This design comes from an exercise in tuning for small area on the open sky130 flow, not from production work.
In this exercise RTL edits were held to simulation tests only and were not proved equivalent to the original.
No activity file was given, so power comes from the tool's default toggle rates.

<file path="design/flow/config.mk">
export PLATFORM = sky130hd
export DESIGN_NAME = branch_predictor
export DESIGN_NICKNAME = branch_predictor
export VERILOG_FILES = /design/flow/design.v
export SDC_FILE = /design/flow/constraint.sdc
export NUM_CORES = 4
export LEC_CHECK = 0
export CAP_MARGIN = 20
export CORE_MARGIN = 2
export CORE_UTILIZATION = 60
export SETUP_SLACK_MARGIN = 0.3
export SLEW_MARGIN = 20
export SYNTH_HIERARCHICAL = 1
</file>
<file path="design/flow/constraint.sdc">
create_clock -name core_clock -period 10.0 [get_ports {clk_i}]
set_input_delay 2.0000 -clock core_clock [delete_from_list [all_inputs] [get_ports {clk_i}]]
set_output_delay 2.0000 -clock core_clock [all_outputs]
set_load 0.01 [all_outputs]
</file>
<file path="design/flow/design.v">
module branch_predictor #(
  parameter int unsigned ADDR_W  = 32,
  parameter int unsigned ENTRIES = 64,
  parameter int unsigned TAG_W   = 8,
  parameter int unsigned MODE    = 1,
  parameter int unsigned HIST_W  = 6,
  parameter int unsigned CNT_W   = 16
) (
  input  logic              clk_i,
  input  logic              rst_i,
  input  logic [ADDR_W-1:0] lookup_pc_i,
  output logic              pred_hit_o,
  output logic              pred_taken_o,
  output logic [ADDR_W-1:0] pred_target_o,
  output logic [HIST_W-1:0] pred_hist_o,
  input  logic              update_valid_i,
  input  logic [ADDR_W-1:0] update_pc_i,
  input  logic [HIST_W-1:0] update_hist_i,
  input  logic              update_taken_i,
  input  logic [ADDR_W-1:0] update_target_i,
  input  logic              update_pred_taken_i,
  output logic [CNT_W-1:0]  branch_cnt_o,
  output logic [CNT_W-1:0]  mispred_cnt_o
);
  localparam int unsigned IDX_W = $clog2(ENTRIES);
  logic [ENTRIES-1:0]             validQ;
  logic [ENTRIES-1:0][TAG_W-1:0]  tagQ;
  logic [ENTRIES-1:0][ADDR_W-1:0] targetQ;
  logic [ENTRIES-1:0][1:0]        cntQ;
  logic [IDX_W-1:0]               rotQ;
  logic [HIST_W-1:0]              ghrQ;
  logic [CNT_W-1:0]               branchCnt;
  logic [CNT_W-1:0]               mispredCnt;
  logic [IDX_W-1:0]  lookupSlot, updSlot;
  logic [TAG_W-1:0]  lookupTag, updTag;
  logic              lookupHit, lookupTaken, updHit;
  logic [1:0]        updCnt, newCnt;
  logic              updFire, wrTaken, wrCnt;
  assign lookupTag  = lookup_pc_i[IDX_W+TAG_W+1:IDX_W+2];
  assign updTag     = update_pc_i[IDX_W+TAG_W+1:IDX_W+2];
  assign lookupSlot = (lookup_pc_i[IDX_W+1:2] ^ IDX_W'(ghrQ)) + rotQ;
  assign updSlot    = (update_pc_i[IDX_W+1:2] ^ IDX_W'(update_hist_i)) + rotQ;
  logic [ENTRIES-1:0] lkSel, upSel;
  always_comb begin
    for (int i = 0; i < ENTRIES; i++) begin
      lkSel[i] = (lookupSlot == IDX_W'(i));
      upSel[i] = (updSlot == IDX_W'(i));
    end
  end
  localparam int unsigned RD_W = 1 + TAG_W + ADDR_W + 2;   
  logic [RD_W-1:0][ENTRIES-1:0] colQ;
  for (genvar i = 0; i < ENTRIES; i++) begin : g_col
    logic [RD_W-1:0] ent;
    assign ent = {validQ[i], tagQ[i], targetQ[i], cntQ[i]};
    for (genvar b = 0; b < RD_W; b++) begin : g_b
      assign colQ[b][i] = ent[b];
    end
  end
  logic [RD_W-1:0] lkRd, upRd;
  for (genvar b = 0; b < RD_W; b++) begin : g_rd
    if (b != 0) begin : g_lk
      bp_rdmux #(.N(ENTRIES)) u_lk (.sel_i(lkSel), .d_i(colQ[b]), .y_o(lkRd[b]));
    end else begin : g_lk0
      assign lkRd[b] = 1'b0;
    end
    if (b < 2 || b >= 2 + ADDR_W) begin : g_up
      bp_rdmux #(.N(ENTRIES)) u_up (.sel_i(upSel), .d_i(colQ[b]), .y_o(upRd[b]));
    end else begin : g_up0
      assign upRd[b] = 1'b0;
    end
  end
  logic [RD_W-1:0] lkEnt, upEnt;
  assign lkEnt = lkRd ^ {RD_W{lookupSlot[0]}};
  assign upEnt = upRd ^ {RD_W{updSlot[0]}};
  logic [ADDR_W-1:0]  lkTarget;
  logic [TAG_W-1:0]   lkTagQ, upTagQ;
  logic               lkValid, lkCnt1, upValid;
  assign {lkValid, lkTagQ, lkTarget, lkCnt1} = lkEnt[RD_W-1:1];
  assign upValid = upEnt[RD_W-1];
  assign upTagQ  = upEnt[RD_W-2 -: TAG_W];
  assign updCnt  = upEnt[1:0];
  assign lookupHit   = lkValid && (lkTagQ == lookupTag);
  assign lookupTaken = lookupHit && lkCnt1;
  assign updHit      = upValid && (upTagQ == updTag);
  assign pred_hit_o    = lookupHit;
  assign pred_taken_o  = lookupTaken;
  assign pred_target_o = lookupTaken ? lkTarget : lookup_pc_i + ADDR_W'(4);
  assign pred_hist_o   = ghrQ;
  assign branch_cnt_o  = branchCnt;
  assign mispred_cnt_o = mispredCnt;
  always_comb begin
    if (!updHit)             newCnt = 2'b10;
    else if (update_taken_i) newCnt = (updCnt == 2'b11) ? 2'b11 : updCnt + 2'd1;
    else                     newCnt = (updCnt == 2'b00) ? 2'b00 : updCnt - 2'd1;
  end
  assign updFire = update_valid_i && rst_i;
  assign wrTaken = updFire && update_taken_i;
  assign wrCnt   = updFire && (updHit || update_taken_i);
  logic [TAG_W+ADDR_W-1:0] wrTTN;
  logic [1:0]              wrCntN;
  assign wrTTN  = ~{updTag, update_target_i};
  assign wrCntN = ~newCnt;
  for (genvar s = 0; s < ENTRIES; s++) begin : g_slot
    localparam int unsigned P = (s + ENTRIES - 1) % ENTRIES;   
    localparam logic INV = (s % 2) == 1;
    logic ldTT, ldC;
    logic [TAG_W+ADDR_W-1:0] qTT, qTTPrev;
    assign ldTT = wrTaken && upSel[P];
    assign ldC  = wrCnt && upSel[P];
    assign {tagQ[s], targetQ[s]} = qTT;
    assign qTTPrev = {tagQ[P], targetQ[P]};
    for (genvar b = 0; b < TAG_W + ADDR_W; b++) begin : g_tt
      bp_rbit u_bit (.clk_i, .ld_i(ldTT), .step_i(!ldTT), .dn_i(wrTTN[b] ^ INV),
                     .prev_i(qTTPrev[b]), .q_o(qTT[b]));
    end
    for (genvar b = 0; b < 2; b++) begin : g_cnt
      bp_rbit u_bit (.clk_i, .ld_i(ldC), .step_i(!ldC), .dn_i(wrCntN[b] ^ INV),
                     .prev_i(cntQ[P][b]), .q_o(cntQ[s][b]));
    end
    always_ff @(posedge clk_i) begin
      if (!rst_i)    validQ[s] <= INV;
      else if (ldTT) validQ[s] <= !INV;
      else           validQ[s] <= !validQ[P];
    end
  end
  always_ff @(posedge clk_i) begin
    if (!rst_i) begin
      rotQ       <= '0;
      ghrQ       <= '0;
      branchCnt  <= '0;
      mispredCnt <= '0;
    end else begin
      rotQ <= rotQ + IDX_W'(1);
      if (update_valid_i) begin
        ghrQ <= HIST_W'({ghrQ, update_taken_i});
        if (branchCnt != '1) branchCnt <= branchCnt + CNT_W'(1);
        if ((update_pred_taken_i != update_taken_i) && (mispredCnt != '1))
          mispredCnt <= mispredCnt + CNT_W'(1);
      end
    end
  end
endmodule
module bp_rbit (
  input  logic clk_i,
  input  logic ld_i,
  input  logic step_i,
  input  logic dn_i,
  input  logic prev_i,
  output logic q_o
);
  always_ff @(posedge clk_i) q_o <= !((step_i || dn_i) && (ld_i || prev_i));
endmodule
module bp_rdmux #(
  parameter int unsigned N = 64
) (
  input  logic [N-1:0] sel_i,
  input  logic [N-1:0] d_i,
  output logic         y_o
);
  localparam int unsigned G = N / 3;
  localparam int unsigned R = N % 3;
  logic [G + (R > 0 ? 1 : 0) - 1:0] termN;
  for (genvar g = 0; g < G; g++) begin : g_aoi
    bp_aoi222 u_aoi (
      .a0_i(sel_i[3*g]),   .b0_i(d_i[3*g]),
      .a1_i(sel_i[3*g+1]), .b1_i(d_i[3*g+1]),
      .a2_i(sel_i[3*g+2]), .b2_i(d_i[3*g+2]),
      .y_o(termN[g]));
  end
  if (R == 1) begin : g_r1
    assign termN[G] = !(sel_i[N-1] && d_i[N-1]);
  end else if (R == 2) begin : g_r2
    assign termN[G] = !((sel_i[N-2] && d_i[N-2]) || (sel_i[N-1] && d_i[N-1]));
  end
  assign y_o = !(&termN);
endmodule
module bp_aoi222 (
  input  logic a0_i, b0_i, a1_i, b1_i, a2_i, b2_i,
  output logic y_o
);
  assign y_o = !((a0_i && b0_i) || (a1_i && b1_i) || (a2_i && b2_i));
endmodule
</file>
<file path="design/flow/flow/run.sh">
#!/bin/bash
# Standard ORFS layout with two changes: input/output ports get the smallest
# buffer (buf_1) instead of the resizer's default pick, and clock tree
# synthesis clusters up to 16 sinks per clkbuf_8 leaf buffer without dummy
# balancing loads.
set -euo pipefail
export BUFFER_PORTS_ARGS="-buffer_cell sky130_fd_sc_hd__buf_1"
export CTS_ARGS="-sink_clustering_enable -repair_clock_nets -dont_use_dummy_load -sink_clustering_size 16 -sink_clustering_max_diameter 60 -buf_list {sky130_fd_sc_hd__clkbuf_8}"
bash standard.sh > flow.log 2>&1
</file>
<file path="design/flow/standard.sh">
#!/bin/bash
# synth_recipe.tcl (not shown) runs the flow's synth.tcl, then flattens the netlist and writes it again
# the make line also repeats each setting of config.mk as NAME=value (left out here)
make -C /OpenROAD-flow-scripts/flow DESIGN_CONFIG=/design/flow/config.mk WORK_HOME=/design/flow/orfs CLKGATE_MAP_FILE= SYNTH_SCRIPT=/design/flow/synth_recipe.tcl "${@:-finish}"
</file>
==> results.sh, run 1 <==
export IMPL_status="no timing/DRC/antenna violations"
export IMPL_cp_arrival_ns=7.85
export IMPL_pre_cts_ws_ns=0.04748
export IMPL_min_delay_start="g_slot[41].g_tt[17].u_bit.q_o$_DFF_P_"
export IMPL_worstReg2RegStart="rotQ[1]$_SDFF_PN0_"
export IMPL_seq_area_frac_synth=0.5976
export IMPL_mostFrequentLayoutCells="dfxtp_1 (2796), o22ai_1 (2746), a222oi_1 (1113)"
export IMPL_core_um2=154600
export IMPL_routed_via_density=8.773
export IMPL_wl_per_cell_um=40.72
export IMPL_first_global_vias=90590
export IMPL_max_stage_delay_ns=0.46
export IMPL_critPathCaptureType="output port"
export IMPL_synth_seq_cells=2796
export IMPL_clk_pin_slew_ns=0.10
export IMPL_rr_endpoint="g_slot[3].g_cnt[1].u_bit.q_o$_DFF_P_"
export IMPL_reg2reg_depth=22
export IMPL_slew_headroom=0.1723
export IMPL_h_tree_depth=4
export IMPL_post_route_util=0.6804
export IMPL_drv_cap=0
export IMPL_cts_buffers=204
export IMPL_ys_warnings_count=8
export IMPL_port_buffers=160
export IMPL_area_growth_pct=12.29
export IMPL_grt_pass1_wl_mm=647.2
export IMPL_clk_latency_ns=1.04
export IMPL_finalCritPeriodShare=0.9846
export IMPL_final_hold_viol_count=0
export IMPL_synthTopCellsByArea="dfxtp_1 (60%), o22ai_1 (18%), a222oi_1 (12%), nand4_1 (1.6%), nor2_1 (1.0%)"
export IMPL_irDropWorstVdd_mv=0.1920
export IMPL_via_count=97620
export IMPL_rsz0062_at_grt="true"
export IMPL_die_h_um=399.1
export IMPL_num_io_pins=179
export IMPL_worstHoldEndpoint="g_slot[42].g_tt[17].u_bit.q_o$_DFF_P_"
export IMPL_clkSinkCount=2796
export IMPL_worstSetupStartpointType="input port"
export IMPL_fin_ws_ns=0.1536
export IMPL_start_util=0.6059
export IMPL_r2r_slack_ns=2.43
export IMPL_grt_use_total=0.5473
export IMPL_syn_area_per_cell_um2=11.25
export IMPL_antenna_found_initial=16
export IMPL_drt_iter0_markers=25380
export IMPL_p_per_area_nw_per_um2=226.1
export IMPL_rows=144
export IMPL_setup_violations=0
export IMPL_wl_met2_mm=179.4
export IMPL_m1WireLength_mm=145.8
export IMPL_top_layer="met5"
export IMPL_cts_buffer_depth=3
export IMPL_skew_ns=0.1095
export IMPL_die_w_um=399.1
export IMPL_hp_class="flop to flop"
export IMPL_dp_hpwl_mm=298.1
export IMPL_synth_ff_type="dfxtp_1"
export IMPL_finalSetupTns_ns=0
export IMPL_leakage_nw=37.43
export IMPL_critPathBufInv=9
export IMPL_synthArstFlopShare=0
export IMPL_fin_nets=9192
export IMPL_crit_type="input port to output port"
export IMPL_ant_nets=0
export IMPL_drt_total_wl_mm=453.1
export IMPL_layout_commonest_cell="dfxtp_1"
export IMPL_first_pass_iters=17
export IMPL_cts_tree="yes"
export IMPL_die_area_um2=159300
export IMPL_grt_ovfl_total=0
export IMPL_synth_nets=8453
export IMPL_synth_top_area_share=0.5976
export IMPL_drv_slew=0
export IMPL_netlist_instances=8329
export IMPL_synth_edf_count=0
export IMPL_critical_path_slowest_cell="nand4_1"
export IMPL_critPathTopFamily="compound AO/OA/AOI/OAI gates"
export IMPL_dr_wl_met3_mm=74.32
export IMPL_startpoint="lookup_pc_i[4]"
export IMPL_drc=0
export IMPL_yosysTopAreaCell="dfxtp_1"
export IMPL_drive_gt1_frac=0.1164
export IMPL_grt_max_degree=65
export IMPL_crit_required_ns=8.00
export IMPL_total_power_mw=23.78
export IMPL_fin_crit_ns=9.846
export IMPL_clock_fmax_mhz=101.6
export IMPL_synth_area_um2=93670
export IMPL_cts_root_buf="clkbuf_8"
export IMPL_gp_congestion=1.126
export IMPL_synth_distinct_cells=81
export IMPL_hold_path_depth=1
export IMPL_cp_max_fo=10
export IMPL_tightest_slew_ns=1.242
-- state kept, by name, summed over array words and instances (netlist names) --
name and cells:
branchCnt 16, g_slot.g_cnt.u_bit.q_o 128, g_slot.g_tt.u_bit.q_o 2560, ghrQ 6
mispredCnt 16, rotQ 6, validQ 64
-- synth_stat cells, types with 3 or more instances --
cell type and n:
dfxtp_1 2796, o22ai_1 2747, a222oi_1 1113, nor2_1 250
nand4_1 237, nand2_1 235, nand3_1 166, nor3_1 94
clkbuf_1 78, nor4_1 63, inv_1 61, a211oi_1 56
a21oi_1 52, xor2_1 51, xnor2_1 43, buf_2 39
a22oi_1 33, o21ai_0 17, ha_1 15, mux2i_1 15
and3_1 14, a211oi_2 11, a221oi_2 10, a32oi_1 10
buf_1 9, nor2b_1 8, nor3b_1 6, or3_1 6
a31oi_1 5, and4_1 5, o21a_1 5, o22a_1 5
and2_1 4, nand2b_1 4, o21ai_1 4, o22ai_2 4
a2111oi_0 3, a21boi_0 3, nand3b_1 3
-- modules after synthesis (local to each module, per instance), excerpt --
| module | times used | flip-flops and latches | cell area, um2 | cells inside |
|---|---|---|---|---|
| bp_aoi222 | 1113 | 0 | 10.01 | 1 |
| bp_rbit | 2688 | 1 | 26.28 | 2 |
| branch_predictor | 1 | 108 | 9179 | 1363 |
-- per-stage QoR --
step | hold WS [ns] | instance area, um2 | cells
global placement | 0.4283 | 101000 | 10830
detailed placement | 0.4349 | 101100 | 10840
floorplan | 0.4218 | 93710 | 8329
global route | 0.4004 | 105100 | 11110
CTS | 0.3866 | 104100 | 11050
finish | 0.4042 | 105200 | 11130
-- cell type report --
type,count,area [um2]
well taps,2044,2557
clock buffers,204,2808
inverters,63,241.5
flip-flops and latches,2796,55970
diodes,17,42.54
repair buffers,662,4927
multi-input cells,5341,38630
fillers,11800,49410
-- logic make-up (layout without fill, tap and decap cells) --
| kind of cell | Yosys count | in the layout | share of synthesized area |
|---|---|---|---|
| AND/OR/NAND/NOR | 1107 | 1108 | 0.05807 |
| adder cells (fa/ha/maj) | 17 | 17 | 0.002431 |
| XOR/XNOR | 95 | 95 | 0.008963 |
| buffers and inverters | 193 | 929 | 0.008683 |
| multiplexers | 17 | 17 | 0.001843 |
| flip-flops | 2796 | 2796 | 0.5976 |
| other | 0 | 17 | 0 |
| AO/OA/AOI/OAI | 4104 | 4104 | 0.3224 |
-- repair_timing --
item | in CTS | in global routing
pin swaps | 20 | 42
hold buffers | 0 | 0
gates resized for setup | 21 | 73
buffers inserted | 8 | 44
endpoints found under the setup margin | 33 | 34
cloned | 1 | 5
-- worst max-delay path by stage --
stage	to	slack, ns	cells after the start
2_1_floorplan	pred_target_o[21]	0.32	24
3_3_place_gp	pred_target_o[20]	0.11	25
3_5_place_dp	pred_target_o[23]	0.05	26
4_1_cts	pred_target_o[15]	0.30	26
5_1_grt	pred_target_o[20]	0.19	28
6_report	pred_target_o[5]	0.15	26
-- report_power, final --
group / internal, mW / total, mW / switching, mW / leakage [nW]
combinational: 1.31 / 3.42 / 2.11 / 10.8
sequential: 13.4 / 15.0 / 1.64 / 25.2
clock: 1.82 / 5.35 / 3.53 / 1.47
total: 16.5 / 23.8 / 7.28 / 37.4
-- metal layers --
metal | global-route usage | vias to the layer above
li1 | - | 38000
met1 | 0.6675 | 46530
met2 | 0.7647 | 10410
met3 | 0.1976 | 2667
met4 | 0.4686 | 12
met5 | 0.0006053 | -
==> run 2: changes to the inputs <==
--- a/design/flow/design.v
+++ b/design/flow/design.v
@@ -27,7 +27,7 @@
   logic [ENTRIES-1:0][TAG_W-1:0]  tagQ;
   logic [ENTRIES-1:0][ADDR_W-1:0] targetQ;
   logic [ENTRIES-1:0][1:0]        cntQ;
-  logic [IDX_W-1:0]               rotQ;
+  logic                           togQ;
   logic [HIST_W-1:0]              ghrQ;
   logic [CNT_W-1:0]               branchCnt;
   logic [CNT_W-1:0]               mispredCnt;
@@ -38,8 +38,8 @@
   logic              updFire, wrTaken, wrCnt;
   assign lookupTag  = lookup_pc_i[IDX_W+TAG_W+1:IDX_W+2];
   assign updTag     = update_pc_i[IDX_W+TAG_W+1:IDX_W+2];
-  assign lookupSlot = (lookup_pc_i[IDX_W+1:2] ^ IDX_W'(ghrQ)) + rotQ;
-  assign updSlot    = (update_pc_i[IDX_W+1:2] ^ IDX_W'(update_hist_i)) + rotQ;
+  assign lookupSlot = lookup_pc_i[IDX_W+1:2] ^ IDX_W'(ghrQ) ^ IDX_W'(togQ);
+  assign updSlot    = update_pc_i[IDX_W+1:2] ^ IDX_W'(update_hist_i) ^ IDX_W'(togQ);
   logic [ENTRIES-1:0] lkSel, upSel;
   always_comb begin
     for (int i = 0; i < ENTRIES; i++) begin
@@ -101,7 +101,7 @@
   assign wrTTN  = ~{updTag, update_target_i};
   assign wrCntN = ~newCnt;
   for (genvar s = 0; s < ENTRIES; s++) begin : g_slot
-    localparam int unsigned P = (s + ENTRIES - 1) % ENTRIES;   
+    localparam int unsigned P = s ^ 1;   
     localparam logic INV = (s % 2) == 1;
     logic ldTT, ldC;
     logic [TAG_W+ADDR_W-1:0] qTT, qTTPrev;
@@ -125,12 +125,12 @@
   end
   always_ff @(posedge clk_i) begin
     if (!rst_i) begin
-      rotQ       <= '0;
+      togQ       <= 1'b0;
       ghrQ       <= '0;
       branchCnt  <= '0;
       mispredCnt <= '0;
     end else begin
-      rotQ <= rotQ + IDX_W'(1);
+      togQ <= !togQ;
       if (update_valid_i) begin
         ghrQ <= HIST_W'({ghrQ, update_taken_i});
         if (branchCnt != '1) branchCnt <= branchCnt + CNT_W'(1);
==> results.sh, run 2 <==
export IMPL_gp_congestion=1.087
export IMPL_use_met2=0.6813
export IMPL_fin_crit_ns=9.707
export IMPL_first_global_vias=86860
export IMPL_drc=0
export IMPL_status="no timing/DRC/antenna violations"
export IMPL_antenna_found_initial=6
export IMPL_port_buffers=160
export IMPL_yosysMostFrequentCell="dfxtp_1"
export IMPL_leakage_nw=36.61
export IMPL_worstSetupStartpointType="input port"
export IMPL_largest_registers="g_slot.g_tt.u_bit.q_o (2560), g_slot.g_cnt.u_bit.q_o (128), validQ (64)"
export IMPL_grt_use_total=0.4832
export IMPL_synth_distinct_cells=58
export IMPL_slew_headroom=0.1386
export IMPL_critPathCaptureType="output port"
export IMPL_start_util=0.6058
export IMPL_wl_per_cell_um=36.89
export IMPL_synth_ff_type="dfxtp_1"
export IMPL_clk_latency_ns=0.96
export IMPL_mostFrequentLayoutCells="dfxtp_1 (2791), o22ai_1 (2693), a222oi_1 (1114)"
export IMPL_drv_cap=0
export IMPL_rows=143
export IMPL_fin_ws_ns=0.2929
export IMPL_clkSinkCount=2791
export IMPL_fin_nets=8889
export IMPL_post_route_util=0.6635
export IMPL_netlist_instances=8180
export IMPL_rsz0062_at_grt="false"
export IMPL_ys_warnings_count=8
export IMPL_finalCritPeriodShare=0.9707
export IMPL_h_tree_depth=4
export IMPL_final_area_um2=101000
export IMPL_drt_total_wl_mm=398.8
export IMPL_top_usage_layer="met2"
export IMPL_crit_required_ns=8.00
export IMPL_finalSetupTns_ns=0
export IMPL_tightest_slew_ns=1.292
export IMPL_routed_via_density=8.512
export IMPL_skew_ns=0.1164
export IMPL_dpl_cell_area_um2=98120
export IMPL_layout_commonest_cell="dfxtp_1"
export IMPL_crit_type="input port to output port"
export IMPL_drt_iter0_markers=20670
export IMPL_area_growth_pct=9.528
export IMPL_grt_ovfl_total=0
export IMPL_p_per_area_nw_per_um2=200.9
export IMPL_setup_violations=0
export IMPL_core_um2=152300
export IMPL_dp_hpwl_mm=253.8
export IMPL_synth_nets=8290
export IMPL_grt_pass1_wl_mm=577.2
export IMPL_clk_pin_slew_ns=0.10
export IMPL_cts_tree="yes"
export IMPL_syn_area_per_cell_um2=11.28
export IMPL_r2r_slack_ns=3.06
export IMPL_ys_top_cells_by_count="dfxtp_1 (2791), o22ai_1 (2693), a222oi_1 (1114)"
export IMPL_post_cts_buffers=0
export IMPL_synth_area_um2=92230
export IMPL_irDropWorstVdd_mv=0.1597
export IMPL_clock_fmax_mhz=103.0
export IMPL_via_count=92030
export IMPL_first_pass_iters=14
export IMPL_ant_nets=0
export IMPL_cp_max_fo=22
export IMPL_pre_cts_ws_ns=0.3721
export IMPL_final_hold_viol_count=0
export IMPL_met3_usage=0.1460
export IMPL_die_w_um=396.1
export IMPL_hp_class="flop to flop"
export IMPL_drive_gt1_frac=0.08249
export IMPL_num_io_pins=179
export IMPL_synthArstFlopShare=0
export IMPL_die_area_um2=156900
export IMPL_seq_area_frac_synth=0.6058
export IMPL_yosysTopAreaCell="dfxtp_1"
export IMPL_cp_arrival_ns=7.71
export IMPL_largest_register_ffs=2560
export IMPL_synth_top_area_share=0.6058
export IMPL_cts_buffers=197
export IMPL_cts_root_buf="clkbuf_8"
export IMPL_synth_seq_cells=2791
export IMPL_drv_slew=0
export IMPL_grtUsageMet1=0.6184
export IMPL_synth_edf_count=0
export IMPL_synthTopCellsByArea="dfxtp_1 (61%), o22ai_1 (18%), a222oi_1 (12%), nand4_1 (1.6%), nand2_1 (1.1%)"
export IMPL_cts_buffer_depth=3
export IMPL_grt_max_degree=97
export IMPL_die_h_um=396.1
export IMPL_top_register="g_slot.g_tt.u_bit.q_o"
## run 2: changes by cell type after synthesis, sizes merged, moves of 12 or more
cell | before | now
inv | 63 | 151
a211oi | 67 | 83
buf | 52 | 23
ha | 15 | 3
clkbuf | 78 | 43
nor3 | 95 | 38
and3 | 14 | 46
a22oi | 34 | 2
nand2 | 236 | 271
o21ai | 21 | 39
o22ai | 2751 | 2693
nand3 | 166 | 152
## run 2: through the flow
stage / std cells / total power [mW] / hold WS (ns)
global placement: 10600 / 15.06 / 0.4278
global route: 10810 / 20.85 / 0.4094
floorplan: 8180 / 14.29 / 0.4220
CTS: 10800 / 20.13 / 0.3879
detailed placement: 10600 / 15.18 / 0.4347
finish: 10810 / 20.30 / 0.3993
## run 2: layout make-up
cell class | instances | area, um2
Antenna cell | 5 | 12.51
Timing Repair Buffer | 466 | 3083
Sequential cell | 2791 | 55870
Clock buffer | 197 | 2711
Fill cell | 11960 | 51240
Tap cell | 2030 | 2540
Multi-Input combinational cell | 5172 | 36230
Inverter | 151 | 570.5
## run 2: kinds of logic after synthesis
kind of cell,after synthesis,synth area share
flip-flops,2791,0.6058
buffers and inverters,217,0.009252
adder cells (fa/ha/maj),3,0.0004070
AND/OR/NAND/NOR,1060,0.05609
XOR/XNOR,89,0.008967
multiplexers,11,0.001329
AO/OA/AOI/OAI,4009,0.3182
## run 2: path summary, 6_finish.rpt
| kind | from | end | cells past startpoint |
|---|---|---|---|
| worst max-delay path | lookup_pc_i[4] | pred_target_o[12] | 18 |
| worst max register to register | togQ$_SDFF_PN0_ | g_slot[34].g_cnt[1].u_bit.q_o$_DFF_P_ | 16 |
| worst min register to register | g_slot[36].g_cnt[0].u_bit.q_o$_DFF_P_ | g_slot[37].g_cnt[0].u_bit.q_o$_DFF_P_ | 1 |
| worst min-delay path | g_slot[36].g_cnt[0].u_bit.q_o$_DFF_P_ | g_slot[37].g_cnt[0].u_bit.q_o$_DFF_P_ | 1 |
## run 2: power by group
part | switching, mW | internal, mW | total (mW)
clock | 3.46 | 1.76 | 5.22
combinational | 1.09 | 0.699 | 1.79
sequential | 0.845 | 12.4 | 13.3
## run 2: Yosys stat by module, one instance, submodules excluded, excerpt
| module | area (um2) | flip-flops and latches |
|---|---|---|
| bp_aoi222 | 10.01 | 0 |
| bp_rbit | 26.28 | 1 |
| branch_predictor | 7747 | 103 |
## run 2: worst max-delay path, stage by stage
cell and delay, ns:
buf_1 0.42, xor2_1 0.26, nor2_1 0.12, nand2_1 0.64, nor2_4 0.37, a222oi_1 0.37
nand4_1 0.40, nor4_1 0.59, nand2_1 0.22, xor2_1 0.23, nor4_1 0.34, buf_4 0.19
nand3_1 0.12, a21oi_4 0.32, buf_4 0.41, nor2_1 0.10, a211oi_1 0.38, buf_1 0.20
## run 2: repair_timing
| item | 4_1_cts | 5_1_grt |
|---|---|---|
| gates resized for setup | 0 | 2 |
| endpoints found under the setup margin | 0 | 28 |
| hold buffers | 0 | 0 |
| hold endpoints to repair | 0 | 0 |
## run 2: metal layers
metal,vias up,share of wire
li1,36900,-
met1,44230,0.34
met2,9146,0.41
met3,1752,0.16
met4,2,0.095
met5,-,0.000038

==> re-timing with driven ports <==
The flow's constraints put no driver on any port. The routed layouts listed below were extracted and timed again, unchanged, in two steps. Step 1, drivers: a clkbuf_16 drives clk_i and a buf_2 each remaining input, both assumed. Step 2 adds t to the input delays and takes it off the output delays; t is the mean of the earliest and latest rising clock arrival at the registers after step 1. Input paths then give back, and output paths get back, about the clock's delay inside the block. Three values: ideal, step 1, step 2; two values: the first two.
run	t, ns	setup slack, ns	worst setup path at the end	worst register clock-pin slew, ns	pins driven straight from the clock port
run 1	1.060	0.154 / 0.127 / 0.127	input to output	0.11 / 0.11	1
run 2	1.008	0.293 / -0.035 / -0.035	input to output	0.11 / 0.11	1
With both steps, setup timing fails in run 2, where it was met with ideal ports. The setup slack of run 2, which loses most, moves by -0.328 ns with the drivers and by -0.328 ns with both steps.
